Source: an optimization exercise on an open RTL-to-GDS flow (aim: small area). Production flows keep margins and buffers that such runs may drop.
RTL that was checked went through simulation tests only; none was proved equivalent to the original.
No functional check of the RTL was part of runs 1, 4 and 5.
Power and IR drop assume default switching activity.

<file path="flow/constraint.sdc">
create_clock -name core_clock -period 9.0 [get_ports {clk}]
set_input_delay 1.8000 -clock core_clock [delete_from_list [all_inputs] [get_ports {clk}]]
set_output_delay 1.8000 -clock core_clock [all_outputs]
set_load 0.01 [all_outputs]
</file>
<file path="flow/flow/run.sh">
#!/bin/bash
# The standard layout with three changes, none of them touching a register:
#  - port buffers are the smallest plain buffer (buffer_ports -buffer_cell buf_1);
#  - after the standard synthesis, inverters left around full-adder cells are removed
#    (flow/invopt.py);
#  - the gates between registers and adder cells are mapped again by ABC for area
#    (flow/remap.abc), with the adder cells and flip-flops kept as they are.
# Each rewritten netlist is used only if Yosys proves it equivalent to the standard
# synthesis's netlist. Each tool's output goes to a log file of its own in this folder.
set -euo pipefail
export BUFFER_PORTS_ARGS="-buffer_cell sky130_fd_sc_hd__buf_1"
R=orfs/results/${FLOW_PLATFORM}/disparity_filtering_system/base
O=orfs/objects/${FLOW_PLATFORM}/disparity_filtering_system/base
L=orfs/logs/${FLOW_PLATFORM}/disparity_filtering_system/base
LIB=$(ls ${FLOW_HOME}/platforms/${FLOW_PLATFORM}/lib/*tt_025C_1v80.lib | head -1)

bash standard.sh synth > synth.log 2>&1
cp $R/1_2_yosys.v synth_orig.v
sed "s/^module ${FLOW_TOP}(/module gold(/" synth_orig.v > eq_gold.v

# proves $1 equivalent to the standard netlist; log in $2
prove() {
    sed -E -e "s/^module ${FLOW_TOP}\(/module gate(/" -e 's/\b(_[0-9]+_|_invopt_[c0-9]+_)/x\1/g' "$1" > eq_gate.v
    cat > eq.ys <<EOS
read_liberty -ignore_miss_func $LIB
read_verilog eq_gold.v
read_verilog eq_gate.v
hierarchy -check
flatten
proc
opt_clean
async2sync
dffunmap
equiv_make gold gate eq
hierarchy -top eq
equiv_simple -seq 2
equiv_induct -seq 2
equiv_status -assert
EOS
    yosys -s eq.ys > "$2" 2>&1
}

use=synth_orig.v
if python3 flow/invopt.py synth_orig.v synth_inv.v > invopt.log 2>&1; then
    DONT_USE=$(grep -o -- "-dont_use [A-Za-z0-9_]*" $L/1_2_yosys.log | sort -u | tr '\n' ' ')
    cat > remap.ys <<EOS
read_liberty -ignore_miss_func $LIB
read_verilog synth_inv.v
hierarchy -top ${FLOW_TOP}
setattr -mod -set keep_hierarchy 1 sky130_fd_sc_hd__fa_* sky130_fd_sc_hd__ha_* sky130_fd_sc_hd__df* sky130_fd_sc_hd__edf*
flatten
opt_clean
select -module ${FLOW_TOP}
abc -script $(pwd)/flow/remap.abc -liberty $LIB ${DONT_USE} -constr $O/abc.constr
select -clear
opt_clean -purge
hilomap -singleton -hicell sky130_fd_sc_hd__conb_1 HI -locell sky130_fd_sc_hd__conb_1 LO
splitnets
opt_clean -purge
select ${FLOW_TOP}
write_verilog -noattr -noexpr -nohex -nodec -selected synth_remap.v
EOS
    if yosys -s remap.ys > remap.log 2>&1 && ! grep -q "^\s*assign" synth_remap.v && prove synth_remap.v equiv_remap.log; then
        use=synth_remap.v
    elif prove synth_inv.v equiv_inv.log; then
        use=synth_inv.v
    fi
fi
echo "netlist used: $use" >> invopt.log
if [[ $use != synth_orig.v ]]; then
    cp $use $R/1_2_yosys.v
    rm -f $R/1_synth.odb $R/1_synth.sdc
fi

bash standard.sh > standard.log 2>&1
</file>
<file path="flow/flow/remap.abc">
strash
&get -n
&dch -f
&nf -R 1000
&put
strash
&get -n
&dch -f
&nf -R 1000
&put
topo
dnsize -c
</file>
<file path="flow/design.v">
package disp_pkg;
    localparam int BLK_W        = 16;
    localparam int BLK_H        = 16;
    localparam int BLK_SIZE     = BLK_W * BLK_H;      
    localparam int DEC          = 2;                  
    localparam int PIX_PER_BLK  = BLK_W / DEC;
    localparam int FRAME_W      = 32;
    localparam int LINE_LEN     = FRAME_W / DEC;      
    localparam int SEARCH_W     = 48;
    localparam int COORD_BITS   = 16;
    localparam int COL_BITS     = $clog2(BLK_W);
    localparam int ROW_CNT_BITS = $clog2(BLK_H + 1);
    localparam int PIX_CNT_BITS = $clog2(PIX_PER_BLK);
    localparam int POS_BITS     = $clog2(LINE_LEN);
    localparam int CLR_BITS     = $clog2(DEC + 1);
    localparam int DISP_BITS    = $clog2(SEARCH_W - BLK_W);
    localparam int CONF_BITS    = 8;
    localparam int DC_BITS      = CONF_BITS + DISP_BITS;
    localparam int WPROD_BITS   = CONF_BITS + CLR_BITS;
    localparam int TAPS         = 3;
    localparam int SUM_C_BITS   = 10;
    localparam int SUM_DC_BITS  = 15;
    localparam int FRAC_BITS    = 3;
    localparam int NUM_BITS     = SUM_DC_BITS + FRAC_BITS;   
    localparam int QUO_BITS     = 8;
    localparam int OUT_BITS     = CONF_BITS + QUO_BITS;
    localparam int DIV_LAT      = QUO_BITS + 1;       
    localparam int BLK_GAP      = PIX_PER_BLK + 1;
endpackage
import disp_pkg::*;
module disparity_filtering_system (
    input  logic                   clk,
    input  logic                   arst_n,
    input  logic [BLK_SIZE-1:0]    xors_in,
    input  logic [CONF_BITS-1:0]   confidence,
    input  logic [COORD_BITS-1:0]  min_coords,
    input  logic                   xors_valid,
    output logic [OUT_BITS-1:0]    disparity,     
    output logic                   disparity_valid,
    output logic                   overrun
);
    function automatic logic [1:0] fa(input logic a, input logic b, input logic c);
        fa = 2'(a) + 2'(b) + 2'(c);
    endfunction
    function automatic logic maj16(input logic [15:0] x);
        logic [1:0] f1, f2, f3, f4, f5, f6, f7, f8, f9, f10, f11;
        f1  = fa(x[0], x[1], x[2]);
        f2  = fa(x[3], x[4], x[5]);
        f3  = fa(x[6], x[7], x[8]);
        f4  = fa(x[9], x[10], x[11]);
        f5  = fa(x[12], x[13], x[14]);
        f6  = fa(f1[0], f2[0], f3[0]);
        f7  = fa(f4[0], f5[0], f6[0]);
        f8  = fa(f1[1], f2[1], f3[1]);
        f9  = fa(f4[1], f5[1], f6[1]);
        f10 = fa(f8[0], f9[0], f7[1]);
        f11 = fa(f8[1], f9[1], f10[1]);
        maj16 = f11[1] & (f11[0] | f10[0] | f7[0] | x[15]);
    endfunction
    function automatic logic [10:0] radd(input logic [9:0] a, input logic [9:0] b);
        logic cy;
        cy = 1'b0;
        for (int i = 0; i < 10; i++)
            {cy, radd[i]} = fa(a[i], b[i], cy);
        radd[10] = cy;
    endfunction
    function automatic logic [9:0] radd3(input logic [7:0] a, input logic [7:0] b,
                                         input logic [7:0] c);
        logic [7:0] s, k;
        for (int i = 0; i < 8; i++)
            {k[i], s[i]} = fa(a[i], b[i], c[i]);
        radd3 = 10'(radd(10'(s), {1'b0, k, 1'b0}));
    endfunction
    function automatic logic [7:0] wgt(input logic [1:0] m, input logic [7:0] c);
        case (m)
            2'b00:   wgt = c;
            2'b11:   wgt = 8'd0;
            default: wgt = {1'b0, c[7:1]};
        endcase
    endfunction
    function automatic logic [7:0] div3(input logic [9:0] x);
        logic [1:0] r;
        logic [2:0] t;
        logic [9:0] q;
        r = 2'd0;
        for (int i = 9; i >= 0; i--) begin
            t    = {r, x[i]};
            q[i] = (t >= 3'd3);
            r    = q[i] ? 2'(t - 3'd3) : t[1:0];
        end
        div3 = q[7:0];
    endfunction
    logic        busy;
    logic [2:0]  cnt;
    logic        lastpar;       
    logic        acc;
    logic        acc0, acc1;    
    logic [15:0] maj;
    assign acc  = xors_valid && !busy;
    assign acc0 = acc && lastpar;
    assign acc1 = acc && !lastpar;
    always_comb
        for (int c = 0; c < BLK_W; c++) begin
            logic [15:0] col;
            for (int r = 0; r < BLK_H; r++)
                col[r] = xors_in[r * BLK_W + c];
            maj[c] = maj16(col);
        end
    logic [15:0] m0, m1;
    logic [7:0]  c0, c1;
    logic [4:0]  d0, d1;
    logic [3:0]  hp;
    always_ff @(posedge clk) begin
        if (acc0) begin
            m0 <= maj;
            c0 <= confidence;
            d0 <= min_coords[4:0];
        end
        if (acc1) begin
            m1 <= maj;
            c1 <= confidence;
            d1 <= min_coords[4:0];
            hp <= m0[15:12];
        end
    end
    logic        s0;
    logic        orun, obpar;
    logic [3:0]  ocnt;
    logic        t9, t10, tpar;
    logic        dvalid;
    logic        ofirst;
    always_ff @(posedge clk or negedge arst_n) begin
        if (!arst_n) begin
            busy    <= 1'b0;
            overrun <= 1'b0;
            lastpar <= 1'b1;
            s0      <= 1'b0;
            orun    <= 1'b0;
            t9      <= 1'b0;
            t10     <= 1'b0;
            dvalid  <= 1'b0;
            ofirst  <= 1'b0;
        end else begin
            if (xors_valid && busy)
                overrun <= 1'b1;
            if (acc) begin
                busy    <= 1'b1;
                lastpar <= !lastpar;
            end else if (busy && (cnt == 3'd7)) begin
                busy <= 1'b0;
            end
            s0 <= busy && (cnt == 3'd7);        
            if (s0)                             
                orun <= 1'b1;
            else if (ocnt == 4'd8)
                orun <= 1'b0;
            t9  <= orun && (ocnt == 4'd8);      
            t10 <= t9 && tpar;                  
            if (orun && !obpar && (ocnt == 4'd2))
                ofirst <= 1'b1;
            else if (orun && obpar && (ocnt == 4'd3))
                ofirst <= 1'b0;
            dvalid <= (orun && ((obpar && (ocnt == 4'd2)) || (ocnt >= 4'd3))) || t9 || t10;
        end
    end
    always_ff @(posedge clk) begin
        cnt  <= acc ? 3'd0 : cnt + 1'b1;
        ocnt <= s0 ? 4'd0 : ocnt + 1'b1;
    end
    always_ff @(posedge clk) begin
        if (s0)
            obpar <= lastpar;       
        if (orun && (ocnt == 4'd8))
            tpar <= obpar;
    end
    logic [1:0] w1, w2, w3;
    logic [2:0] rdp;
    logic [7:0] oc;
    logic [4:0] od;
    logic [15:0] msel;
    assign msel = obpar ? m1 : m0;
    assign rdp  = ocnt[2:0] - 3'd1;      
    always_ff @(posedge clk) begin
        w1 <= msel[{rdp, 1'b0} +: 2];
        w2 <= w1;
        w3 <= w2;
        if (orun && (obpar ? (ocnt == 4'd3) : (ocnt == 4'd2))) begin
            oc <= obpar ? c1 : c0;
            od <= obpar ? d1 : d0;
        end
    end
    logic [7:0] w6, w7, w8, w9;
    logic [8:0] s78;
    logic [9:0] dd7, dd8, x7, x8;
    logic       ge;
    logic [4:0] dl;
    logic [7:0] hc;
    logic [4:0] hd;
    logic       ge_q;
    assign hc  = ofirst ? oc : c0;
    assign hd  = ofirst ? od : d0;
    always_ff @(posedge clk)
        ge_q <= ge;
    assign w6  = wgt(hp[1:0], hc);
    assign w7  = wgt(hp[3:2], hc);
    assign w8  = wgt(m1[1:0], c1);
    assign w9  = wgt(m1[3:2], c1);
    assign s78 = 9'(radd(10'(w7), 10'(w8)));
    assign dd7 = 10'(radd(10'(w6), 10'(s78)));
    assign dd8 = 10'(radd(10'(s78), 10'(w9)));
    always_comb begin
        logic [5:0] df;
        logic [4:0] t;
        logic       cy;
        cy = 1'b1;
        for (int i = 0; i < 5; i++)
            {cy, df[i]} = fa(d1[i], !hd[i], cy);
        df[5] = cy;
        ge = df[5];
        t  = df[4:0] ^ {5{!ge}};
        cy = !ge;
        for (int i = 0; i < 5; i++)
            {cy, dl[i]} = fa(t[i], 1'b0, cy);
    end
    assign x7  = 10'(w8);
    assign x8  = 10'(w7);
    logic [3:0] mcnt;
    logic [9:0] ac7, ac8;
    logic [7:0] nq7, nq8;
    always_ff @(posedge clk) begin
        if (acc1)
            mcnt <= '0;
        else
            mcnt <= mcnt + 1'b1;
    end
    function automatic logic [17:0] mdstep(input logic [3:0] m, input logic [9:0] a,
                                           input logic [7:0] n, input logic [9:0] x,
                                           input logic [9:0] d, input logic [4:0] dl);
        logic [10:0] opa, opb;
        logic [11:0] sum;
        logic        dj, div;
        div = m[2] | m[3];
        case (m[1:0])
            2'd1:    dj = dl[2];
            2'd2:    dj = dl[3];
            2'd3:    dj = dl[4];
            default: dj = dl[1];
        endcase
        if (div) begin
            opa = {a, n[7]};
            opb = ~{1'b0, d};
        end else begin
            opa = (m[1:0] == 2'd0) ? {2'b0, (dl[0] ? x[9:1] : 9'd0)} : {1'b0, a};
            opb = dj ? {1'b0, x} : 11'd0;
        end
        begin
            logic cy;
            cy = div;
            for (int i = 0; i < 11; i++)
                {cy, sum[i]} = fa(opa[i], opb[i], cy);
            sum[11] = cy;
        end
        if (div) begin
            mdstep = {(sum[11] ? sum[9:0] : {a[8:0], n[7]}), n[6:0], sum[11]};
        end else if (m[1:0] == 2'd0) begin
            mdstep = {sum[10:1], sum[0], dl[0] & x[0], 6'd0};
        end else begin
            mdstep = {sum[10:1], sum[0], n[7:1]};
        end
    endfunction
    function automatic logic [17:0] mdstep8(input logic [3:0] m, input logic [9:0] a,
                                            input logic [7:0] n, input logic [9:0] x,
                                            input logic [9:0] d, input logic [4:0] dl);
        logic [10:0] opa, opb;
        logic [11:0] sum;
        logic        dj, div, first, cy;
        first = (m == 4'd0);
        div   = (m >= 4'd5);
        case (m[2:0])
            3'd1:    dj = dl[1];
            3'd2:    dj = dl[2];
            3'd3:    dj = dl[3];
            3'd4:    dj = dl[4];
            default: dj = dl[0];
        endcase
        if (div) begin
            opa = {a, n[7]};
            opb = ~{1'b0, d};
        end else begin
            opa = first ? 11'd0 : {1'b0, a};
            opb = dj ? {1'b0, x} : 11'd0;
        end
        cy = div;
        for (int i = 0; i < 11; i++)
            {cy, sum[i]} = fa(opa[i], opb[i], cy);
        sum[11] = cy;
        if (div)
            mdstep8 = {(sum[11] ? sum[9:0] : {a[8:0], n[7]}), n[6:0], sum[11]};
        else
            mdstep8 = {sum[10:1], sum[0], (first ? 7'd0 : n[7:1])};
    endfunction
    always_ff @(posedge clk) begin
        {ac7, nq7} <= mdstep(mcnt, ac7, nq7, x7, dd7, dl);
        {ac8, nq8} <= mdstep8(mcnt, ac8, nq8, x8, dd8, dl);
    end
    logic       xwin, lmask, rmask;
    logic [9:0] sc, val;
    logic [7:0] qx, nqs;
    logic [9:0] sc_q;
    logic       xwin_q, xsel_q;
    assign xwin_q = p8 || xsel_q;      
    logic       p7, p8, lm;
    assign p7 = orun && obpar && (ocnt == 4'd2);
    assign p8 = orun && obpar && (ocnt == 4'd3);
    assign lm = orun && !obpar && (ocnt == 4'd3);
    assign xwin  = p7 || p8;
    assign lmask = lm;
    assign rmask = t10;
    always_comb begin
        logic [1:0] zl, zc, zr, f1, f2, f3;
        logic [2:0] k;
        logic [1:0] n2;
        logic [6:0] h;
        logic [9:0] p0, p1, p2;
        logic [9:0] ss, cc;
        zl = lmask ? 2'b00 : ~w3;
        zc = ~w2;
        zr = rmask ? 2'b00 : ~w1;
        f1 = fa(zl[0], zl[1], zc[0]);
        f2 = fa(zc[1], zr[0], zr[1]);
        f3 = fa(f1[0], f2[0], 1'b0);
        k  = 3'(f3[0]) + 3'({f3[1], 1'b0}) + 3'({f1[1], 1'b0}) + 3'({f2[1], 1'b0});
        n2 = fa(&zl, &zc, &zr);
        h  = oc[7:1];
        p0 = {3'b0, h & {7{k[0]}}};
        p1 = {2'b0, h & {7{k[1]}}, n2[0] & oc[0]};
        p2 = {1'b0, h & {7{k[2]}}, n2[1] & oc[0], 1'b0};
        for (int i = 0; i < 10; i++)
            {cc[i], ss[i]} = fa(p0[i], p1[i], p2[i]);
        sc = 10'(radd(ss, {cc[8:0], 1'b0}));
    end
    assign val   = p7 ? dd7 : (p8 ? dd8 : sc);
    always_ff @(posedge clk) begin
        sc_q   <= val;
        xsel_q <= p8;
    end
    assign nqs = xsel_q ? nq8 : nq7;
    always_comb begin
        logic [7:0] t;
        logic       nz, cy, neg;
        logic [4:0] base;
        nz = xsel_q ? (ac8 != 10'd0) : (ac7 != 10'd0);
        neg  = xsel_q ? ge_q : !ge;
        base = xsel_q ? d1 : hd;
        t  = nqs ^ {8{neg}};
        cy = neg && !nz;
        for (int i = 0; i < 8; i++)
            {cy, qx[i]} = fa(t[i], (i >= 3) ? base[i - 3] : 1'b0, cy);
    end
    assign disparity[15:8] = div3(sc_q);
    assign disparity[7:0]  = (sc_q == 10'd0) ? 8'd0 : (xwin_q ? qx : {od, 3'b000});
    assign disparity_valid = dvalid;
endmodule
</file>
<file path="flow/config.mk">
export PLATFORM = sky130hd
export DESIGN_NAME = disparity_filtering_system
export DESIGN_NICKNAME = disparity_filtering_system
export VERILOG_FILES = /design/flow/design.v
export SDC_FILE = /design/flow/constraint.sdc
export NUM_CORES = 4
export LEC_CHECK = 0
export ABC_AREA = 1
export CAP_MARGIN = 5
export CORE_MARGIN = 2
export CORE_UTILIZATION = 40
export CTS_BUF_LIST = sky130_fd_sc_hd__clkbuf_8
export GPL_TIMING_DRIVEN = 0
export SLEW_MARGIN = 5
</file>
<file path="flow/standard.sh">
#!/bin/bash
# synth_recipe.tcl (not shown) runs the flow's synth.tcl, then flattens the netlist and writes it again
# the make line also repeats each setting of config.mk as NAME=value (left out here)
make -C /OpenROAD-flow-scripts/flow DESIGN_CONFIG=/design/flow/config.mk WORK_HOME=/design/flow/orfs CLKGATE_MAP_FILE= SYNTH_SCRIPT=/design/flow/synth_recipe.tcl "${@:-finish}"
</file>
<file path="flow/flow/invopt.py">
#!/usr/bin/env python3
"""Remove inverters around full-adder cells in a Yosys-written sky130 netlist.

A full adder is self-dual: FA(~a, ~b, ~c) = (~cout, ~sum).  Synthesis often leaves
full adders whose inputs come from inverters and whose outputs feed inverters; flipping
such an adder's polarity removes those inverters.  Also collapses inverter pairs.
The netlist's function is unchanged; flip-flops are not touched.
usage: invopt.py in.v out.v
"""
import re, sys
from collections import defaultdict

src = open(sys.argv[1]).read()
m = re.search(r'^module\s+(\w+)\s*\((.*?)\);', src, re.S | re.M)
top = m.group(1)
body = src[m.end():src.rindex('endmodule')]

ports_in, ports_out = set(), set()
decl_lines = []
for line in body.split(';'):
    t = line.strip()
    mm = re.match(r'^(input|output|inout|wire)\s*(\[(\d+):(\d+)\])?\s*(\S+)$', t)
    if not mm:
        continue
    kind, rng, hi, lo, name = mm.groups()
    if kind in ('input', 'output', 'inout'):
        bits = [name] if not rng else ['%s[%d]' % (name, i) for i in range(int(lo), int(hi) + 1)]
        (ports_in if kind == 'input' else ports_out).update(bits)
if 'assign' in body:
    sys.exit('assign statements not handled')

cell_re = re.compile(r'^\s*(sky130_fd_sc_hd__\w+)\s+(\S+)\s*\((.*?)\);', re.S | re.M)
pin_re = re.compile(r'\.(\w+)\(\s*(.*?)\s*\)\s*(?:,|$)', re.S)
cells = {}
order = []
for mm in cell_re.finditer(body):
    typ, name, conns = mm.groups()
    pins = {}
    for p, n in pin_re.findall(conns.strip()):
        pins[p] = n.strip()
    cells[name] = {'type': typ, 'pins': pins}
    order.append(name)
first_cell = cell_re.search(body).start()
header = body[:first_cell]

OUTP = {'X', 'Y', 'Q', 'Q_N', 'COUT', 'SUM', 'HI', 'LO'}
def is_inv(c): return re.match(r'sky130_fd_sc_hd__(clk)?inv_\d+$', cells[c]['type']) is not None
def is_fa(c): return re.match(r'sky130_fd_sc_hd__fa_\d+$', cells[c]['type']) is not None

driver = {}
loads = defaultdict(set)
def rebuild():
    driver.clear(); loads.clear()
    for c, d in cells.items():
        for p, n in d['pins'].items():
            if p in OUTP:
                driver[n] = (c, p)
            else:
                loads[n].add((c, p))
rebuild()

new_id = [0]
new_wires = []
def fresh():
    new_id[0] += 1
    n = '_invopt_%d_' % new_id[0]
    new_wires.append(n)
    return n

def add_inv(a, y):
    new_id[0] += 1
    name = '_invopt_c%d_' % new_id[0]
    cells[name] = {'type': 'sky130_fd_sc_hd__inv_1', 'pins': {'A': a, 'Y': y}}
    order.append(name)
    driver[y] = (name, 'Y'); loads[a].add((name, 'A'))
    return name

def del_cell(c):
    for p, n in cells[c]['pins'].items():
        if p in OUTP:
            if driver.get(n) == (c, p): del driver[n]
        else:
            loads[n].discard((c, p))
    del cells[c]

def connect(c, p, n):
    old = cells[c]['pins'][p]
    loads[old].discard((c, p))
    cells[c]['pins'][p] = n
    loads[n].add((c, p))

def merge(y, n):
    """every load of net y now reads net n (y is not a port)"""
    for (c, p) in list(loads[y]):
        connect(c, p, n)

def inv_of(n):
    """an existing inverter output carrying ~n, or None"""
    for (c, p) in loads[n]:
        if is_inv(c) and cells[c]['pins']['Y'] not in ports_out:
            return cells[c]['pins']['Y']
    return None

def flip_gain(f):
    g = 0
    ins = [cells[f]['pins'][p] for p in ('A', 'B', 'CIN')]
    for n in set(ins):
        d = driver.get(n)
        if d and is_inv(d[0]):
            others = [l for l in loads[n] if l[0] != f]
            if not others and n not in ports_out:
                g += 1
        elif n.startswith("1'") or n.startswith("0'"):
            return -99
        else:
            if inv_of(n) is None:
                g -= 1
    for p in ('COUT', 'SUM'):
        n = cells[f]['pins'][p]
        invl = [c for (c, q) in loads[n] if is_inv(c) and cells[c]['pins']['Y'] not in ports_out]
        other = [l for l in loads[n] if l[0] not in invl] or (n in ports_out)
        g += len(invl)
        if other:
            g -= 1
    return g

def flip(f):
    for p in ('A', 'B', 'CIN'):
        n = cells[f]['pins'][p]
        d = driver.get(n)
        if d and is_inv(d[0]):
            src_n = cells[d[0]]['pins']['A']
            connect(f, p, src_n)
            if not loads[n] and n not in ports_out:
                del_cell(d[0])
        else:
            y = inv_of(n)
            if y is None:
                y = fresh(); add_inv(n, y)
            connect(f, p, y)
    for p in ('COUT', 'SUM'):
        n = cells[f]['pins'][p]
        nn = fresh()
        del driver[n]
        cells[f]['pins'][p] = nn
        driver[nn] = (f, p)
        for (c, q) in list(loads[n]):
            if c in cells and is_inv(c) and cells[c]['pins']['Y'] not in ports_out:
                y = cells[c]['pins']['Y']
                del_cell(c)
                merge(y, nn)
        if loads[n] or n in ports_out:
            add_inv(nn, n)

def collapse_pairs():
    changed = False
    for c in list(cells):
        if c not in cells or not is_inv(c): continue
        a = cells[c]['pins']['A']; y = cells[c]['pins']['Y']
        d = driver.get(a)
        if d and is_inv(d[0]) and y not in ports_out:
            src_n = cells[d[0]]['pins']['A']
            del_cell(c); merge(y, src_n)
            if not loads[a] and a not in ports_out:
                del_cell(d[0])
            changed = True
    return changed

before = sum(1 for c in cells if is_inv(c))
while True:
    changed = collapse_pairs()
    for f in list(cells):
        if f in cells and is_fa(f) and flip_gain(f) > 0:
            flip(f); changed = True
    if not changed:
        break
after = sum(1 for c in cells if is_inv(c))
# drop inverters with no load
for c in list(cells):
    if is_inv(c) and not loads[cells[c]['pins']['Y']] and cells[c]['pins']['Y'] not in ports_out:
        del_cell(c)
final = sum(1 for c in cells if is_inv(c))
sys.stderr.write('inverters: %d -> %d -> %d\n' % (before, after, final))

out = ['module %s(%s);' % (top, m.group(2).strip()), header.rstrip('\n')]
for w in new_wires:
    out.append('  wire %s;' % w)
for c in order:
    if c not in cells: continue
    d = cells[c]
    pins = ',\n'.join('    .%s(%s%s)' % (p, n, ' ' if n.startswith('\\') else '') for p, n in d['pins'].items())
    out.append('  %s %s (\n%s\n  );' % (d['type'], c, pins))
out.append('endmodule')
open(sys.argv[2], 'w').write(src[:m.start()] + '\n'.join(out) + '\n')
</file>
==> reports/results.ini, run 1 <==
[final_layout]
mostFrequentLayoutCell = buf_1
layout.nets = 1874
fin_util = 0.487
n_antenna_cell = 0
final_cell_mix = buf_1 (289), fa_1 (220), nand2_1 (83)
regArea_sq_um = 3840
syn_to_final_growth_pct = 19.2
fill_cells = 2814
drive_above_1_share = 0.0840
multi_input_area_sq_um = 8770
instances_no_fill = 1717

[detailed_routing]
final_antenna_net_count = 0
vias = 8670
drt-total-wl_mm = 30.0
drt_iter0_drc = 369
drc = 0
wl_per_cell_um = 17.5
dr.pass1.iters = 7
vias_per_cell = 5.05

[clock_network]
clock_latency_ns = 0.48
path_clk_slew_ns = 0.11
cts_sinks = 151
clockRootBuffer = clkbuf_8
cts_tree = built
cts_made_buffers = 17
clockBufferDepth = 2
holdBufCountCts = 0
cts-htree-levels = 4

[worst_setup_path]
r2r_cells = 36
crit_top_cell = fa_2
crit_arrival_ns = 9.14
crit_type = reg2reg
path_max_fanout = 5
cp-startpoint = ofirst
start_kind = register
r2r_start = ofirst
crit_slowest_cell = dfrtp_4
max_stage_delay_ns = 0.54
crit_required_ns = 9.39
crit_path_end_kind = register

[sta]
period_minus_slack_ns = 8.75
fmax_mhz = 114
slew_headroom = 0.180
fin_crit_sh = 0.972
worst_pin_slew_ns = 1.23
hold_ws_ns = 0.341
fin_tns_setup_ns = 0
final-hold-violation-count = 0
timing.final.max_slew_violations = 0
setup-violations-final = 0
fin_skew_ns = 0.0285

[status]
outcome = finished clean

[pwr]
p_leak_nw = 5.35
ir_worst_vdd_v = 0.000220
power_density_nw_per_um2 = 432

[min_path]
min_path_cells = 0
min_path_type = reg2reg
min_from = w1[0]

[run]
cap_violations = 0

[grt]
antenna_found_initial = 1
grt_pass1_vias = 9668
grt_pass1_wl_mm = 48.8
grt_max_degree = 29
global_route.usage.total = 0.190
grt_remaining_overflow = 0

[placed_design]
io_buffers = 289
place_inst = 1674
globalplace.congestion = 0.834
hpwl_mm = 25.3

[logic_synthesis]
syn-num-nets = 1549
avgSynthCellArea_sq_um = 12.8
syn_inst = 983
syn-cell-area_sq_um = 12600
yosys_warnings = 1

[floorplanning]
die_h_um = 181
die_width_um = 181
die_area_sq_um = 32900
core_area_sq_um = 30700
io_pins = 301
start_util = 0.409
rows = 64

-- metrics by stage --
stage	total power [W]	worst slack, ns	area [sq um]
after floorplan	0.00450	-0.0338	12600
after global placement	0.00554	-0.735	14200
after detailed placement	0.00568	-0.799	14300
after CTS	0.00638	0.0155	14900
after global routing	0.00728	-0.0553	15000
final	0.00647	0.254	15000
-- cell type report --
| cell class | instances | share of cell area |
|---|---|---|
| repair buffers | 306 | 0.0873 |
| clock inverters | 15 | 0.00952 |
| inverters | 50 | 0.0125 |
| flip-flops and latches | 151 | 0.257 |
| well taps | 396 | 0.0331 |
| multi-input cells | 782 | 0.585 |
| clock buffers | 17 | 0.0156 |
-- worst max-delay path: cells and delay by family (launching register included) --
kind,cells,cell delay (ns)
muxes,1,0.23
AOI/OAI and AO/OA,6,0.89
buffers and inverters,5,0.48
adders and majority gates,19,5.92
xor gates and xnor gates,2,0.31
and+or+nand+nor,3,0.28
DFF,1,0.54
-- timing repair --
item	in CTS	in global routing
cloned	0	1
resized for setup	14	28
setup endpoints to repair	22	23
pin swaps	7	27
buffers inserted	8	2
-- power by group --
part,total [W],internal [W],leakage [nW],switching [W]
registers,0.00121,0.00101,1.35,0.000203
clock network,0.000518,0.000226,0.203,0.000292
logic,0.00474,0.00215,3.80,0.00259
-- metal layers --
layer,track usage,wire length [um],up-vias
li1,-,-,4133
met1,0.226,11900,4273
met2,0.350,16100,227
met3,0.0359,1300,35
met4,0.0530,643,2
met5,0,14,-
-- worst paths after layout --
path / to / slack, ns
setup reg to reg: ac8[6] / 0.25
setup / recovery: ac8[6] / 0.25
hold reg to reg: w2[0] / 0.34
min in group asynchronous: orun / 1.26
hold / removal: w2[0] / 0.34
max in group asynchronous: ofirst / 7.35
-- state kept, by name (all words and copies together) (netlist names), 2 cells and up --
register,cells
m0,16
m1,16
ac7,10
ac8,10
sc_q,10
c0,8
c1,8
nq7,8
nq8,8
oc,8
d0,5
d1,5
od,5
hp,4
mcnt,4
ocnt,4
cnt,3
w1,2
w2,2
w3,2
==> run 2, diff against run 1 <==
--- a/flow/design.v
+++ b/flow/design.v
@@ -66,9 +66,2 @@
     endfunction
-    function automatic logic [9:0] radd3(input logic [7:0] a, input logic [7:0] b,
-                                         input logic [7:0] c);
-        logic [7:0] s, k;
-        for (int i = 0; i < 8; i++)
-            {k[i], s[i]} = fa(a[i], b[i], c[i]);
-        radd3 = 10'(radd(10'(s), {1'b0, k, 1'b0}));
-    endfunction
     function automatic logic [7:0] wgt(input logic [1:0] m, input logic [7:0] c);
@@ -237,3 +230,3 @@
                                            input logic [7:0] n, input logic [9:0] x,
-                                           input logic [9:0] d, input logic [4:0] dl);
+                                           input logic [9:0] d, input logic [4:0] mb);
         logic [10:0] opa, opb;
@@ -243,6 +236,6 @@
         case (m[1:0])
-            2'd1:    dj = dl[2];
-            2'd2:    dj = dl[3];
-            2'd3:    dj = dl[4];
-            default: dj = dl[1];
+            2'd1:    dj = mb[2];
+            2'd2:    dj = mb[3];
+            2'd3:    dj = mb[4];
+            default: dj = mb[1];
         endcase
@@ -252,3 +245,3 @@
         end else begin
-            opa = (m[1:0] == 2'd0) ? {2'b0, (dl[0] ? x[9:1] : 9'd0)} : {1'b0, a};
+            opa = (m[1:0] == 2'd0) ? {2'b0, (mb[0] ? x[9:1] : 9'd0)} : {1'b0, a};
             opb = dj ? {1'b0, x} : 11'd0;
@@ -265,3 +258,3 @@
         end else if (m[1:0] == 2'd0) begin
-            mdstep = {sum[10:1], sum[0], dl[0] & x[0], 6'd0};
+            mdstep = {sum[10:1], sum[0], mb[0] & x[0], 6'd0};
         end else begin
@@ -272,3 +265,3 @@
                                             input logic [7:0] n, input logic [9:0] x,
-                                            input logic [9:0] d, input logic [4:0] dl);
+                                            input logic [9:0] d, input logic [4:0] mb);
         logic [10:0] opa, opb;
@@ -279,7 +272,7 @@
         case (m[2:0])
-            3'd1:    dj = dl[1];
-            3'd2:    dj = dl[2];
-            3'd3:    dj = dl[3];
-            3'd4:    dj = dl[4];
-            default: dj = dl[0];
+            3'd1:    dj = mb[1];
+            3'd2:    dj = mb[2];
+            3'd3:    dj = mb[3];
+            3'd4:    dj = mb[4];
+            default: dj = mb[0];
         endcase
@@ -305,3 +298,3 @@
     end
-    logic       xwin, lmask, rmask;
+    logic       p7, p8, lmask, rmask;
     logic [9:0] sc, val;
@@ -310,9 +303,5 @@
     logic       xwin_q, xsel_q;
-    assign xwin_q = p8 || xsel_q;      
-    logic       p7, p8, lm;
-    assign p7 = orun && obpar && (ocnt == 4'd2);
-    assign p8 = orun && obpar && (ocnt == 4'd3);
-    assign lm = orun && !obpar && (ocnt == 4'd3);
-    assign xwin  = p7 || p8;
-    assign lmask = lm;
+    assign p7    = orun && obpar && (ocnt == 4'd2);
+    assign p8    = orun && obpar && (ocnt == 4'd3);
+    assign lmask = orun && !obpar && (ocnt == 4'd3);
     assign rmask = t10;
@@ -346,2 +335,3 @@
     end
+    assign xwin_q = p8 || xsel_q;      
     assign nqs = xsel_q ? nq8 : nq7;
==> run 2 against run 1 <==
Compared with the run above:
- still clean
- sequential power about the same
- non-clock buffer count decreased by 3
- wire length decreased by 0.40%
- via count increased by 3.2%
- setup slack improved by 0.031 ns
- clock-buffer cell count unchanged
- clock skew decreased by 0.014 ns
- die area increased by 0.38%
- first-iteration DRC count increased by 19%
- critical path type unchanged
- largest cell class unchanged
- largest power group unchanged
==> reports/results.ini, run 2 <==
[clock_network]
cts_sinks = 151
path_clk_slew_ns = 0.09
clockRootBuffer = clkbuf_8
holdBufCountCts = 0
cts_made_buffers = 17
cts-htree-levels = 4
clockBufferDepth = 2
clock_latency_ns = 0.46
cts_tree = built

[final_layout]
largestRegisters = m0 (16), m1 (16)
syn_to_final_growth_pct = 18.9
final_cell_mix = buf_1 (289), fa_1 (221), nand2_1 (82)
layout.nets = 1891
mostFrequentLayoutCell = buf_1
drive_above_1_share = 0.0777
fin_util = 0.479

[pwr]
p_seq_frac = 0.181
swShare = 0.483
p_comb_frac = 0.740
ir_worst_vdd_v = 0.000232
p_leak_nw = 5.39
power_density_nw_per_um2 = 451
p_sw_w = 0.00327
pwr-share-clk = 0.079
finalPower_w = 0.00677
power.internal_w = 0.00350

[floorplanning]
io_pins = 301
core_area_sq_um = 31300
die_width_um = 182
die_h_um = 182
die_area_sq_um = 33000
rows = 65
start_util = 0.403

[grt]
grt_pass1_wl_mm = 49.4
antenna_found_initial = 3
grt_max_degree = 43
global_route.usage.total = 0.191
grt_pass1_vias = 9865
grt_remaining_overflow = 0

[sta]
final-hold-violation-count = 0
setup-violations-final = 0
slew_headroom = 0.185
fmax_mhz = 115
period_minus_slack_ns = 8.71
timing.final.max_slew_violations = 0
fin_skew_ns = 0.0149
fin_crit_sh = 0.968
worst_pin_slew_ns = 1.22

[worst_setup_path]
r2r_cells = 34
max_stage_delay_ns = 0.53
crit_path_end_kind = register
crit_slowest_cell = dfrtp_4
crit_arrival_ns = 9.08
crit_required_ns = 9.36
path_max_fanout = 7
r2r_slack_ns = 0.29
crit_top_cell = fa_2
start_kind = register
crit_type = reg2reg
r2r_start = ofirst
rr_endpoint = ac7[8]

[detailed_routing]
vias_per_cell = 5.13
drt_iter0_drc = 439
final_antenna_net_count = 0
drt-total-wl_mm = 29.9
dr.pass1.iters = 4
wl_per_cell_um = 17.2
vias = 8944
drc = 0

[min_path]
min_path_type = reg2reg
holdPathEnd = w2[0]
min_path_cells = 0
min_from = w1[0]

[logic_synthesis]
syn-cell-area_sq_um = 12600
syn-num-nets = 1567
syn_inst = 1001
avgSynthCellArea_sq_um = 12.6
yosys_warnings = 1

[placed_design]
globalplace.congestion = 0.843
io_buffers = 289
hpwl_mm = 25.3

[run]
cap_violations = 0

[status]
outcome = finished clean

==> run 2: power groups by stage <==
| stage | combinational [W] | clock, W | sequential [W] |
|---|---|---|---|
| after detailed placement | 0.00470 | 0 | 0.00125 |
| after CTS | 0.00484 | 0.000550 | 0.00123 |
| final | 0.00501 | 0.000536 | 0.00122 |
| after global placement | 0.00457 | 0 | 0.00124 |
| after floorplan | 0.00354 | 0 | 0.00118 |
| after global routing | 0.00576 | 0.000582 | 0.00126 |
==> run 2: metal layers <==
metal	GRT usage	share of wire
met1	0.227	0.40
met2	0.346	0.52
met3	0.0361	0.048
met4	0.0676	0.025
met5	0	0.00044
==> run 2: cell type report <==
cell class	instances	area (sq um)
fill	2910	16300
multi-input combinational	805	8840
sequential	151	3840
timing repair buffer	303	1230
tap	402	503
clock buffer	17	234
inverter	47	176
clock inverter	15	165
antenna	2	5.00
==> run 2: how the worst max path moves through the flow <==
stage                     startpoint      to  slack, ns  cells past startpoint
after global routing          ofirst  ac8[5]      -0.01                     33
after global placement       mcnt[2]  ac8[1]      -1.14                     21
after detailed placement      ofirst  ac8[5]      -0.77                     33
final                         ofirst  ac7[8]       0.29                     34
after CTS                     ofirst  ac8[8]      0.001                     33
after floorplan               ofirst  ac8[1]       0.01                     33
==> run 2: timing repair <==
action / CTS / global route
buffers inserted: 7 / 5
gates cloned: 0 / 2
setup endpoints to repair: 22 / 23
pin swaps: 6 / 18
resized for setup: 7 / 27
==> run 2: critical path, delay by kind of cell (launching register included) <==
kind            cells  cell delay (ns)
fa+ha+maj          18             5.82
compound gates      7             1.18
flops               1             0.53
buf+inv             5             0.44
xor+xnor            2             0.29
mux                 1             0.22
simple gates        1             0.12
==> run 2: through the flow <==
| stage | area, sq um | hold WS [ns] | cells | setup slack, ns | TNS [ns] |
|---|---|---|---|---|---|
| CTS | 14900 | 0.367 | 1735 | 0.00126 | 0 |
| global placement | 14300 | 0.350 | 1692 | -1.14 | -18.79 |
| global route | 15000 | 0.378 | 1742 | -0.0101 | -0.0196 |
| detailed placement | 14400 | 0.355 | 1696 | -0.769 | -13.99 |
| floorplan | 12700 | 0.336 | 1001 | 0.0112 | 0 |
| finish | 15000 | 0.363 | 1742 | 0.286 | 0 |
==> run 3, diff against run 2 <==
--- a/flow/config.mk
+++ b/flow/config.mk
@@ -10,3 +10,3 @@
 export CORE_MARGIN = 2
-export CORE_UTILIZATION = 40
+export CORE_UTILIZATION = 65
 export CTS_BUF_LIST = sky130_fd_sc_hd__clkbuf_8
==> run 3 against run 2 <==
Compared with the run above:
- non-clock buffer count unchanged
- register-to-register slack worse by 0.04 ns
- combinational power down 1%
- global-route usage up 11 points
- die area down 38%
- worst hold slack better by 0.0038 ns
- utilization up 30 points
- maximum frequency down 0.42%
- critical path type unchanged
- largest power group unchanged
==> reports/results.ini, run 3 <==
[min_path]
min_path_cells = 0
min_from = w1[1]
min_path_type = reg2reg
holdPathEnd = w2[1]

[grt]
antenna_found_initial = 3
grt_pass1_vias = 9564
grt_remaining_overflow = 0
global_route.usage.total = 0.305
grt_max_degree = 43
grt_pass1_wl_mm = 47.2

[sta]
fmax_mhz = 114
timing.final.max_slew_violations = 0
fin_tns_setup_ns = 0
worst_pin_slew_ns = 1.29
fin_skew_ns = 0.0155
setup-violations-final = 0
final-hold-violation-count = 0
fin_crit_sh = 0.972
period_minus_slack_ns = 8.75
slew_headroom = 0.139

[final_layout]
fin_util = 0.781
drive_above_1_share = 0.0681
fill_cells = 1237
final_cell_mix = buf_1 (289), fa_1 (223), nand2_1 (82)
finalInstanceArea_sq_um = 14700
mostFrequentLayoutCell = buf_1
largestRegisters = m0 (16), m1 (16)
syn_to_final_growth_pct = 16.9
layout.nets = 1890
instances_no_fill = 1601

[worst_setup_path]
cp-startpoint = ofirst
crit_slowest_cell = dfrtp_4
r2r_cells = 33
worst-path-stages = 33
r2r_slack_ns = 0.25
rr_endpoint = ac7[6]
crit_type = reg2reg
crit_top_cell = fa_2
worst-path-buf-inv = 3
crit_arrival_ns = 9.15
path_max_fanout = 10
start_kind = register
crit_path_end_kind = register
crit_required_ns = 9.40
max_stage_delay_ns = 0.54
r2r_start = ofirst
path_delay_family = adder cells

[pwr]
p_sw_w = 0.00322
ir_worst_vdd_v = 0.000241
swShare = 0.483
p_seq_frac = 0.184
finalPower_w = 0.00667
p_leak_nw = 5.38
pwr-share-clk = 0.073
power_density_nw_per_um2 = 452
p_comb_frac = 0.743
power.internal_w = 0.00345

[floorplanning]
start_util = 0.668
die_h_um = 143
core_area_sq_um = 18900
io_pins = 301
die_area_sq_um = 20500
rows = 50
die_width_um = 143

[placed_design]
place_inst = 1554
postPlaceCellArea_sq_um = 14200
globalplace.congestion = 0.884
io_buffers = 289
hpwl_mm = 24.9

[clock_network]
cts-htree-levels = 4
holdBufCountCts = 0
path_clk_slew_ns = 0.09
cts_made_buffers = 17
clockBufferDepth = 2
clockRootBuffer = clkbuf_8
clock_latency_ns = 0.47
cts_tree = built
cts_sinks = 151

[detailed_routing]
vias_per_cell = 5.69
final_antenna_net_count = 0
drt_iter0_drc = 480
dr.pass1.iters = 5
drc = 0
wl_per_cell_um = 18.5
drt-total-wl_mm = 29.6
vias = 9112

[logic_synthesis]
syn-num-nets = 1567
avgSynthCellArea_sq_um = 12.6
syn_inst = 1001
syn-cell-area_sq_um = 12600
yosys_warnings = 1

[run]
cap_violations = 0

[status]
outcome = finished clean

[run 3: worst reg2reg max path: cells and delay by family, from the launching register on]
| family | cells | cell delay (ns) |
|---|---|---|
| compound gates | 7 | 1.33 |
| xor+xnor | 2 | 0.30 |
| flops | 1 | 0.54 |
| buf+inv | 3 | 0.16 |
| simple gates | 1 | 0.12 |
| fa+ha+maj | 19 | 6.01 |
| mux | 1 | 0.23 |
[run 3: per-layer routing]
layer  routed length [um]  GRT usage  part of all wire
met3                 1770     0.0660             0.060
met2                15600      0.535              0.53
met1                11500      0.378              0.39
met5                    0          0                 0
met4                  769      0.105             0.026
[run 3: worst max path at each step]
stage,endpoint,slack [ns]
2_1_floorplan,ac8[1],0.01
3_3_place_gp,nq8[0],-1.05
3_5_place_dp,ac8[4],-0.81
4_1_cts,ac7[8],0.01
5_1_grt,ac7[7],-0.03
6_report,ac7[6],0.25
[run 3: power by group through the flow]
| stage | Combinational [W] | Sequential, W | Clock (W) |
|---|---|---|---|
| global placement | 0.00449 | 0.00124 | 0 |
| floorplan | 0.00354 | 0.00118 | 0 |
| global route | 0.00562 | 0.00126 | 0.000520 |
| finish | 0.00496 | 0.00123 | 0.000485 |
| CTS | 0.00484 | 0.00122 | 0.000492 |
| detailed placement | 0.00466 | 0.00125 | 0 |
[run 3: layout make-up]
class	instances	area (sq um)	share of cell area
antenna	4	10.0	0.000679
clock buffer	18	248	0.0168
clock inverter	14	110	0.00747
inverter	47	176	0.0120
multi-input combinational	804	8780	0.596
sequential	151	3840	0.261
tap	260	325	0.0221
timing repair buffer	303	1250	0.0848
[run 3: timing repair]
| action | 4_1_cts | 5_1_grt |
|---|---|---|
| hold endpoints to repair | 0 | 0 |
| pin swaps | 5 | 15 |
| resized for setup | 8 | 23 |
| gates cloned | 0 | 1 |
| setup buffers | 8 | 2 |
| setup endpoints to repair | 24 | 23 |
[run 3: stage by stage]
stage,setup slack [ns],hold slack [ns]
finish,0.249,0.366
CTS,0.00960,0.368
floorplan,0.0112,0.336
detailed placement,-0.812,0.355
global placement,-1.05,0.353
global route,-0.0331,0.380
==> run 4, diff against run 3 <==
--- a/flow/design.v
+++ b/flow/design.v
@@ -189,6 +189,5 @@
     logic [4:0] dl;
-    logic [7:0] hc;
+    logic [7:0] w7x;
     logic [4:0] hd;
     logic       ge_q;
-    assign hc  = ofirst ? oc : c0;
     assign hd  = ofirst ? od : d0;
@@ -196,4 +195,5 @@
         ge_q <= ge;
-    assign w6  = wgt(hp[1:0], hc);
-    assign w7  = wgt(hp[3:2], hc);
+    assign w6  = wgt(hp[1:0], oc);
+    assign w7  = wgt(hp[3:2], oc);
+    assign w7x = ofirst ? w7 : wgt(hp[3:2], c0);
     assign w8  = wgt(m1[1:0], c1);
@@ -218,3 +218,3 @@
     assign x7  = 10'(w8);
-    assign x8  = 10'(w7);
+    assign x8  = 10'(w7x);
     logic [3:0] mcnt;
==> run 4 against run 3 <==
Compared with the run above:
- critical path depth increased by 2
- total power decreased by 0.38%
- non-clock buffer count increased by 7
- largest cell class unchanged
- clock-buffer cell count decreased by 1
- wire length increased by 7.5%
- via count increased by 1.6%
- worst hold slack improved by 0.018 ns
- first-iteration DRC count increased by 24%
- still clean
- highest routed layer is now met5
- sequential share of layout area decreased by 0.24 points
- area after synthesis decreased by 0.41%
- combinational power decreased by 1%
- global-route usage increased by 2.3 points
==> reports/results.ini, run 4 <==
[logic_synthesis]
syn-cell-area_sq_um = 12600
avgSynthCellArea_sq_um = 12.7
syn_inst = 990
yosys_warnings = 1
syn-num-nets = 1556

[detailed_routing]
wl_per_cell_um = 19.9
drt-total-wl_mm = 31.8
dr.pass1.iters = 5
drt_iter0_drc = 593
vias_per_cell = 5.81
vias = 9261
final_antenna_net_count = 0
drc = 0

[sta]
rsz0062_at_grt = yes
timing.final.max_slew_violations = 0
hold_ws_ns = 0.384
fin_skew_ns = 0.0201
fmax_mhz = 113
worst_pin_slew_ns = 1.23
slew_headroom = 0.178
final-hold-violation-count = 0
fin_crit_sh = 0.986
period_minus_slack_ns = 8.87
setup-violations-final = 0

[clock_network]
path_clk_slew_ns = 0.10
cts_tree = built
clockBufferDepth = 2
cts_made_buffers = 17
clockRootBuffer = clkbuf_8
cts-htree-levels = 4
holdBufCountCts = 0
cts_sinks = 151
clock_latency_ns = 0.47

[worst_setup_path]
start_kind = register
crit_path_end_kind = register
path_max_fanout = 6
crit_type = reg2reg
r2r_slack_ns = 0.13
max_stage_delay_ns = 0.54
r2r_start = ofirst
rr_endpoint = ac8[8]
crit_required_ns = 9.37
crit_arrival_ns = 9.24
crit_top_cell = fa_2
crit_slowest_cell = dfrtp_4
r2r_cells = 35

[floorplanning]
die_h_um = 143
die_width_um = 143
start_util = 0.667
die_area_sq_um = 20500
io_pins = 301
core_area_sq_um = 18800
rows = 50

[status]
outcome = finished clean

[placed_design]
io_buffers = 289
globalplace.congestion = 0.935
hpwl_mm = 26.4

[pwr]
power_density_nw_per_um2 = 446
finalPower_w = 0.00664
power.internal_w = 0.00346
p_comb_frac = 0.737
p_leak_nw = 5.26
pwr-share-clk = 0.079
p_seq_frac = 0.184
ir_worst_vdd_v = 0.000275
swShare = 0.479
p_sw_w = 0.00318

[min_path]
holdPathEnd = w3[0]
min_from = w2[0]
min_path_type = reg2reg
min_path_cells = 0

[final_layout]
fill_cells = 1199
final_cell_mix = buf_1 (289), fa_1 (219), nand2_1 (82)
largestRegisters = m0 (16), m1 (16)
syn_to_final_growth_pct = 18.4
layout.nets = 1885
mostFrequentLayoutCell = buf_1
drive_above_1_share = 0.0893

[grt]
grt_max_degree = 32
grt_pass1_wl_mm = 50.3
antenna_found_initial = 3
global_route.usage.total = 0.328
grt_remaining_overflow = 0
grt_pass1_vias = 10061

[run]
cap_violations = 0

## run 4: worst max-delay path: cells and delay by family, from the launching register on
family | cells | cell delay (ns)
multiplexers | 1 | 0.24
flip-flops | 1 | 0.54
adder cells (fa/ha/maj) | 19 | 6.02
XOR/XNOR | 3 | 0.47
buffers and inverters | 4 | 0.27
AO/OA/AOI/OAI | 8 | 1.21
## run 4: worst max-delay path by stage
| stage | from | endpoint | slack, ns | cells after the start |
|---|---|---|---|---|
| 2_1_floorplan | ofirst | ac8[8] | 0.003 | 35 |
| 3_3_place_gp | ofirst | ac8[8] | -0.86 | 35 |
| 3_5_place_dp | ofirst | ac7[6] | -0.86 | 32 |
| 4_1_cts | ofirst | ac8[6] | 0.02 | 35 |
| 5_1_grt | ofirst | ac8[5] | -0.16 | 35 |
| 6_report | ofirst | ac8[8] | 0.13 | 35 |
## run 4: stage by stage
stage,utilization,setup slack (ns),TNS [ns],cells,area (sq um)
finish,0.790,0.126,0,1595,14900
global route,0.790,-0.156,-1.64,1594,14900
CTS,0.782,0.0166,0,1587,14700
detailed placement,0.754,-0.863,-14.52,1546,14200
global placement,0.746,-0.856,-15.60,1539,14100
floorplan,-,0.00338,0,990,12600
## run 4: metal layers
layer  global-route usage  part of all wire  vias up
met2                0.560              0.51      376
met4                0.122             0.035        2
met3               0.0664             0.062       67
li1                     -                 -     4188
met5               0.0226            0.0019        -
met1                0.415              0.39     4628
## run 4: power by group through the flow
stage	clock (W)	sequential [W]	combinational [W]
5_1_grt	0.000559	0.00125	0.00552
3_3_place_gp	0	0.00124	0.00420
6_report	0.000527	0.00122	0.00490
2_1_floorplan	0	0.00117	0.00329
3_5_place_dp	0	0.00124	0.00445
4_1_cts	0.000530	0.00122	0.00464
## run 4: repair_timing
item | 4_1_cts | 5_1_grt
buffers inserted | 9 | 5
endpoints found under the setup margin | 22 | 22
resized for setup | 14 | 45
hold endpoints to repair | 0 | 0
pin swaps | 13 | 40
## run 4: area by class of cell
type / instances / area, sq um / share of cell area
Antenna cell: 3 / 7.51 / 0.000504
Clock buffer: 17 / 234 / 0.0157
Clock inverter: 15 / 156 / 0.0105
Inverter: 54 / 205 / 0.0138
Multi-Input combinational cell: 785 / 8780 / 0.590
Sequential cell: 151 / 3840 / 0.258
Tap cell: 260 / 325 / 0.0219
Timing Repair Buffer: 310 / 1330 / 0.0894
==> run 5, diff against run 4 <==
--- a/flow/design.v
+++ b/flow/design.v
@@ -189,11 +189,14 @@
     logic [4:0] dl;
-    logic [7:0] w7x;
+    logic [7:0] hc;
     logic [4:0] hd;
     logic       ge_q;
+    assign hc  = ofirst ? oc : c0;
     assign hd  = ofirst ? od : d0;
-    always_ff @(posedge clk)
+    logic [4:0] dl_q;
+    always_ff @(posedge clk) begin
         ge_q <= ge;
-    assign w6  = wgt(hp[1:0], oc);
-    assign w7  = wgt(hp[3:2], oc);
-    assign w7x = ofirst ? w7 : wgt(hp[3:2], c0);
+        dl_q <= dl;
+    end
+    assign w6  = wgt(hp[1:0], hc);
+    assign w7  = wgt(hp[3:2], hc);
     assign w8  = wgt(m1[1:0], c1);
@@ -211,3 +214,3 @@
         df[5] = cy;
-        ge = df[5];
+        ge = (d1 >= hd);            
         t  = df[4:0] ^ {5{!ge}};
@@ -218,3 +221,3 @@
     assign x7  = 10'(w8);
-    assign x8  = 10'(w7x);
+    assign x8  = 10'(w7);
     logic [3:0] mcnt;
@@ -295,4 +298,4 @@
     always_ff @(posedge clk) begin
-        {ac7, nq7} <= mdstep(mcnt, ac7, nq7, x7, dd7, dl);
-        {ac8, nq8} <= mdstep8(mcnt, ac8, nq8, x8, dd8, dl);
+        {ac7, nq7} <= mdstep(mcnt, ac7, nq7, x7, dd7, {dl_q[4:2], dl[1:0]});
+        {ac8, nq8} <= mdstep8(mcnt, ac8, nq8, x8, dd8, {dl_q[4:1], dl[0]});
     end
==> run 5 against run 4 <==
Compared with the run above:
- sequential cell count increased by 4
- synthesized cell count grew 1.1%
- setup slack improved by 0.36 ns
- register-to-register slack better by 0.36 ns
- utilization fell by 2.9 points
- critical endpoint is now ac8[5]
- largest cell class unchanged
==> reports/results.ini, run 5 <==
[status]
outcome = finished clean

[sta]
timing.final.max_slew_violations = 0
final-hold-violation-count = 0
fin_skew_ns = 0.0186
fmax_mhz = 117
period_minus_slack_ns = 8.52
fin_crit_sh = 0.946
setup-violations-final = 0
fin_tns_setup_ns = 0
slew_headroom = 0.186
rsz0062_at_grt = no
worst_pin_slew_ns = 1.22

[final_layout]
final_cell_mix = buf_1 (289), fa_1 (239), nand2_1 (84)
syn_to_final_growth_pct = 15.7
fill_cells = 1363
mostFrequentLayoutCell = buf_1
layout.nets = 1889
largestRegisters = m0 (16), m1 (16)
finalInstanceArea_sq_um = 14700
fin_util = 0.761
multi_input_area_sq_um = 8620
regArea_sq_um = 3920
drive_above_1_share = 0.0428

[pwr]
p_sw_w = 0.00303
p_seq_frac = 0.199
power.internal_w = 0.00323
pwr-share-clk = 0.086
ir_worst_vdd_v = 0.000253
power_density_nw_per_um2 = 425
finalPower_w = 0.00626
p_comb_frac = 0.715
p_leak_nw = 5.37
swShare = 0.484

[worst_setup_path]
r2r_cells = 26
crit_path_end_kind = register
crit_required_ns = 9.40
crit_type = reg2reg
start_kind = register
r2r_slack_ns = 0.48
crit_arrival_ns = 8.92
rr_endpoint = ac8[5]
path_max_fanout = 9
r2r_start = m1[1]

[floorplanning]
rows = 51
die_h_um = 144
die_width_um = 144
core_area_sq_um = 19300
start_util = 0.658
io_pins = 301
die_area_sq_um = 20700

[min_path]
min_path_cells = 0
min_path_type = reg2reg
holdPathEnd = w2[1]
min_from = w1[1]

[logic_synthesis]
syn-cell-area_sq_um = 12700
yosys_warnings = 1
syn_inst = 1001
avgSynthCellArea_sq_um = 12.7
syn-num-nets = 1570

[placed_design]
postPlaceCellArea_sq_um = 14200
io_buffers = 289
hpwl_mm = 23.7
globalplace.congestion = 0.876

[grt]
grt_pass1_vias = 9609
antenna_found_initial = 4
grt_remaining_overflow = 0
global_route.usage.total = 0.284
grt_pass1_wl_mm = 44.6
grt_max_degree = 37

[detailed_routing]
vias_per_cell = 5.65
drt-total-wl_mm = 28.3
dr.pass1.iters = 5
drc = 0
wl_per_cell_um = 17.7
vias = 9042
final_antenna_net_count = 0
drt_iter0_drc = 439

[run]
cap_violations = 0

[clock_network]
clock_latency_ns = 0.48
cts_tree = built
cts-htree-levels = 4
cts_made_buffers = 17
clockRootBuffer = clkbuf_8
path_clk_slew_ns = 0.09
cts_sinks = 155
clockBufferDepth = 2

-- run 5: power groups by stage --
stage / Clock (W) / Sequential [W] / Combinational (W)
5_1_grt: 0.000571 / 0.00128 / 0.00510
3_3_place_gp: 0 / 0.00126 / 0.00423
3_5_place_dp: 0 / 0.00127 / 0.00440
6_report: 0.000541 / 0.00124 / 0.00447
4_1_cts: 0.000549 / 0.00125 / 0.00443
2_1_floorplan: 0 / 0.00120 / 0.00329
-- run 5: metrics by stage --
| step | std cells | hold slack [ns] | worst slack [ns] |
|---|---|---|---|
| finish | 1601 | 0.359 | 0.482 |
| global route | 1599 | 0.375 | 0.0602 |
| CTS | 1590 | 0.361 | 0.175 |
| detailed placement | 1558 | 0.348 | -0.467 |
| global placement | 1555 | 0.344 | -1.01 |
| floorplan | 1001 | 0.336 | 0.621 |
-- run 5: worst max-delay path by stage --
stage	from	end	slack [ns]
5_1_grt	ofirst	ac7[8]	0.06
3_3_place_gp	mcnt[2]	ac8[5]	-1.01
6_report	m1[1]	ac8[5]	0.48
3_5_place_dp	ofirst	ac7[3]	-0.47
2_1_floorplan	ofirst	ac7[1]	0.62
4_1_cts	ofirst	ac7[3]	0.17
-- run 5: what timing repair did --
item / 4_1_cts / 5_1_grt
buffers inserted: 0 / 8
endpoints found under the hold margin: 0 / 0
hold buffers: 0 / 0
gates resized for setup: 3 / 5
pin swaps: 0 / 1
setup endpoints to repair: 11 / 11
-- run 5: cell type report --
| type | instances | share of cell area |
|---|---|---|
| multi-input cells | 784 | 0.586 |
| flip-flops and latches | 155 | 0.267 |
| repair buffers | 300 | 0.0812 |
| well taps | 265 | 0.0225 |
| clock buffers | 17 | 0.0159 |
| inverters | 62 | 0.0158 |
| clock inverters | 15 | 0.0117 |
| diodes | 3 | 0.000510 |
-- run 5: critical path, stage by stage (launching register included) --
cell      delay, ns
edfxtp_1       0.36
clkinv_1       0.07
ha_1           0.45
nor2b_1        0.20
a22oi_1        0.37
clkinv_1       0.12
ha_1           0.21
fa_1           0.43
fa_1           0.46
fa_1           0.45
fa_1           0.45
fa_1           0.45
fa_1           0.46
fa_1           0.53
clkinv_1       0.13
fa_1           0.58
nand2_1        0.06
o21ai_0        0.15
fa_1           0.22
clkinv_1       0.08
fa_1           0.46
fa_1           0.45
clkinv_1       0.06
ha_1           0.25
a21oi_1        0.62
o21ai_0        0.15
o21ai_0        0.20
-- run 5: routing by layer --
| metal | part of all wire | global-route usage | vias up |
|---|---|---|---|
| li1 | - | - | 4176 |
| met1 | 0.39 | 0.341 | 4502 |
| met2 | 0.53 | 0.505 | 301 |
| met3 | 0.050 | 0.0600 | 61 |
| met4 | 0.032 | 0.108 | 2 |
| met5 | 0.00053 | 0 | - |
==> run 6, diff against run 5 <==
--- a/flow/design.v
+++ b/flow/design.v
@@ -214,3 +214,3 @@
         df[5] = cy;
-        ge = (d1 >= hd);            
+        ge = df[5];
         t  = df[4:0] ^ {5{!ge}};
==> run 6 against run 5 <==
Compared with the run above:
- still clean
- non-clock buffer count is the same
- via count is 1.4% higher
- wire length rose by 8.2%
- die area fell by 0.43%
==> reports/results.ini, run 6 <==
[logic_synthesis]
syn-num-nets = 1577
syn_inst = 1012
syn-cell-area_sq_um = 12700
avgSynthCellArea_sq_um = 12.5
yosys_warnings = 1

[detailed_routing]
dr.pass1.iters = 5
vias = 9168
drt_iter0_drc = 633
vias_per_cell = 5.68
final_antenna_net_count = 0
drt-total-wl_mm = 30.6
wl_per_cell_um = 19.0
drc = 0

[min_path]
min_path_type = reg2reg

[floorplanning]
start_util = 0.657
die_h_um = 144
core_area_sq_um = 19300
die_area_sq_um = 20600
die_width_um = 144
rows = 51
io_pins = 301

[placed_design]
postPlaceCellArea_sq_um = 14200
place_inst = 1571
hpwl_mm = 25.9
globalplace.congestion = 0.906
io_buffers = 289

[worst_setup_path]
crit_type = reg2reg
path_max_fanout = 11
max_stage_delay_ns = 0.54
crit_slowest_cell = dfrtp_4
worst-path-buf-inv = 3
crit_top_cell = fa_2
crit_required_ns = 9.37
start_kind = register
crit_arrival_ns = 8.96
crit_path_end_kind = register
path_delay_family = adder cells

[sta]
timing.final.max_slew_violations = 0
hold_ws_ns = 0.396
fmax_mhz = 116
rsz0062_at_grt = no
final-hold-violation-count = 0
fin_tns_setup_ns = 0
period_minus_slack_ns = 8.60
fin_skew_ns = 0.0142
setup-violations-final = 0
worst_pin_slew_ns = 1.28
slew_headroom = 0.148
fin_crit_sh = 0.955

[final_layout]
fill_cells = 1345
instances_no_fill = 1614
fin_util = 0.762
final_cell_mix = buf_1 (289), fa_1 (233), nor2_1 (93)
finalInstanceArea_sq_um = 14700
layout.nets = 1896
syn_to_final_growth_pct = 15.9
drive_above_1_share = 0.0506
mostFrequentLayoutCell = buf_1
largestRegisters = m0 (16), m1 (16)

[clock_network]
path_clk_slew_ns = 0.09
clockBufferDepth = 2
cts-htree-levels = 4
cts_tree = built
cts_made_buffers = 17
cts_sinks = 155
clockRootBuffer = clkbuf_8
clock_latency_ns = 0.47

[grt]
grt_pass1_wl_mm = 48.5
grt_max_degree = 31
global_route.usage.total = 0.316
grt_remaining_overflow = 0
antenna_found_initial = 3
grt_pass1_vias = 9558

[run]
cap_violations = 0

[pwr]
p_seq_frac = 0.198
power.internal_w = 0.00322
ir_worst_vdd_v = 0.000325
swShare = 0.490
power_density_nw_per_um2 = 431
p_sw_w = 0.00310
p_comb_frac = 0.725
pwr-share-clk = 0.077
p_leak_nw = 5.27

[status]
outcome = finished clean

-- run 6: cell count changes in the layout (fill, tap and decap cells not counted), sizes merged, moves of 7 or more --
cell    before  now
nor2        62   96
a22o        34   13
o21ai       73   61
clkinv      67   58
nor3         2   11
xor2        11    4
-- run 6: timing repair --
action	CTS	global route
setup endpoints to repair	14	13
hold endpoints to repair	0	0
pin swaps	1	1
resized for setup	10	8
hold buffers	0	0
buffers inserted	6	0
-- run 6: metal layers --
layer,routed length [um],up-vias,global-route usage
li1,-,4204,-
met1,12000,4573,0.407
met2,15800,338,0.530
met3,1830,51,0.0703
met4,919,2,0.119
met5,54,-,0.0201
-- run 6: cell type report --
type | instances | area, sq um | area share
Multi-Input combinational cell | 802 | 8620 | 0.587
Sequential cell | 155 | 3920 | 0.267
Timing Repair Buffer | 300 | 1230 | 0.0836
Tap cell | 265 | 332 | 0.0226
Clock buffer | 18 | 248 | 0.0169
Inverter | 55 | 206 | 0.0141
Clock inverter | 14 | 111 | 0.00758
Antenna cell | 5 | 12.5 | 0.000852
-- run 6: metrics by stage --
stage / setup WS [ns] / total power, W
detailed placement: -0.990 / 0.00570
floorplan: 0.0446 / 0.00451
CTS: 0.0259 / 0.00628
global placement: -0.798 / 0.00549
global route: 0.0407 / 0.00701
finish: 0.404 / 0.00632
-- run 6: power groups by stage --
stage	registers, W	logic [W]	clock network (W)
final	0.00125	0.00458	0.000489
after global placement	0.00127	0.00422	0
after floorplan	0.00120	0.00331	0
after detailed placement	0.00127	0.00442	0
after CTS	0.00125	0.00454	0.000493
after global routing	0.00128	0.00521	0.000522
-- run 6: path summary, 6_finish.rpt --
check / depth (start not counted) / end / slack [ns] / from
worst max-delay path: 31 / ac7[8] / 0.40 / ofirst
worst min-delay path: 0 / w2[1] / 0.40 / w1[1]
worst max register to register: 31 / ac7[8] / 0.40 / ofirst
worst min register to register: 0 / w2[1] / 0.40 / w1[1]
max in group asynchronous: 1 / ofirst / 7.36 / arst_n
min in group asynchronous: 1 / overrun / 1.26 / arst_n
-- run 6: worst reg2reg max path, delay by kind of cell (launching register included) --
| kind | cells | cell delay, ns |
|---|---|---|
| AO/OA/AOI/OAI | 7 | 0.97 |
| multiplexers | 1 | 0.25 |
| buffers and inverters | 3 | 0.24 |
| flip-flops | 1 | 0.54 |
| AND/OR/NAND/NOR | 2 | 0.18 |
| adder cells (fa/ha/maj) | 17 | 6.16 |
| XOR/XNOR | 1 | 0.16 |

[what the ideal ports hide]
The results above use ideal ports. As a check the final layouts listed here were re-extracted and re-timed, cells and wires unchanged.
Step 1 assumes that a clkbuf_16 drives the clock port and a buf_2 every other input.
Step 2 adds t to the input delays and takes it off the output delays; t is the mean of the earliest and latest rising clock arrival at the registers after step 1. Input paths then give back, and output paths get back, about the clock's delay inside the block.
Slacks: ideal / step 1 / step 2; pairs: ideal / step 1.
run	t, ns	slack for setup (ns)	worst slew at a driven data input, ns
run 1	0.506	0.254 / 0.254 / 0.254	0.09
run 2	0.497	0.286 / 0.286 / 0.286	0.08
run 3	0.502	0.249 / 0.249 / 0.249	0.10
run 4	0.498	0.126 / 0.126 / 0.126	0.10
run 5	0.516	0.482 / 0.482 / 0.482	0.08
run 6	0.506	0.404 / 0.404 / 0.404	0.10
After both steps every run listed still meets setup and hold.
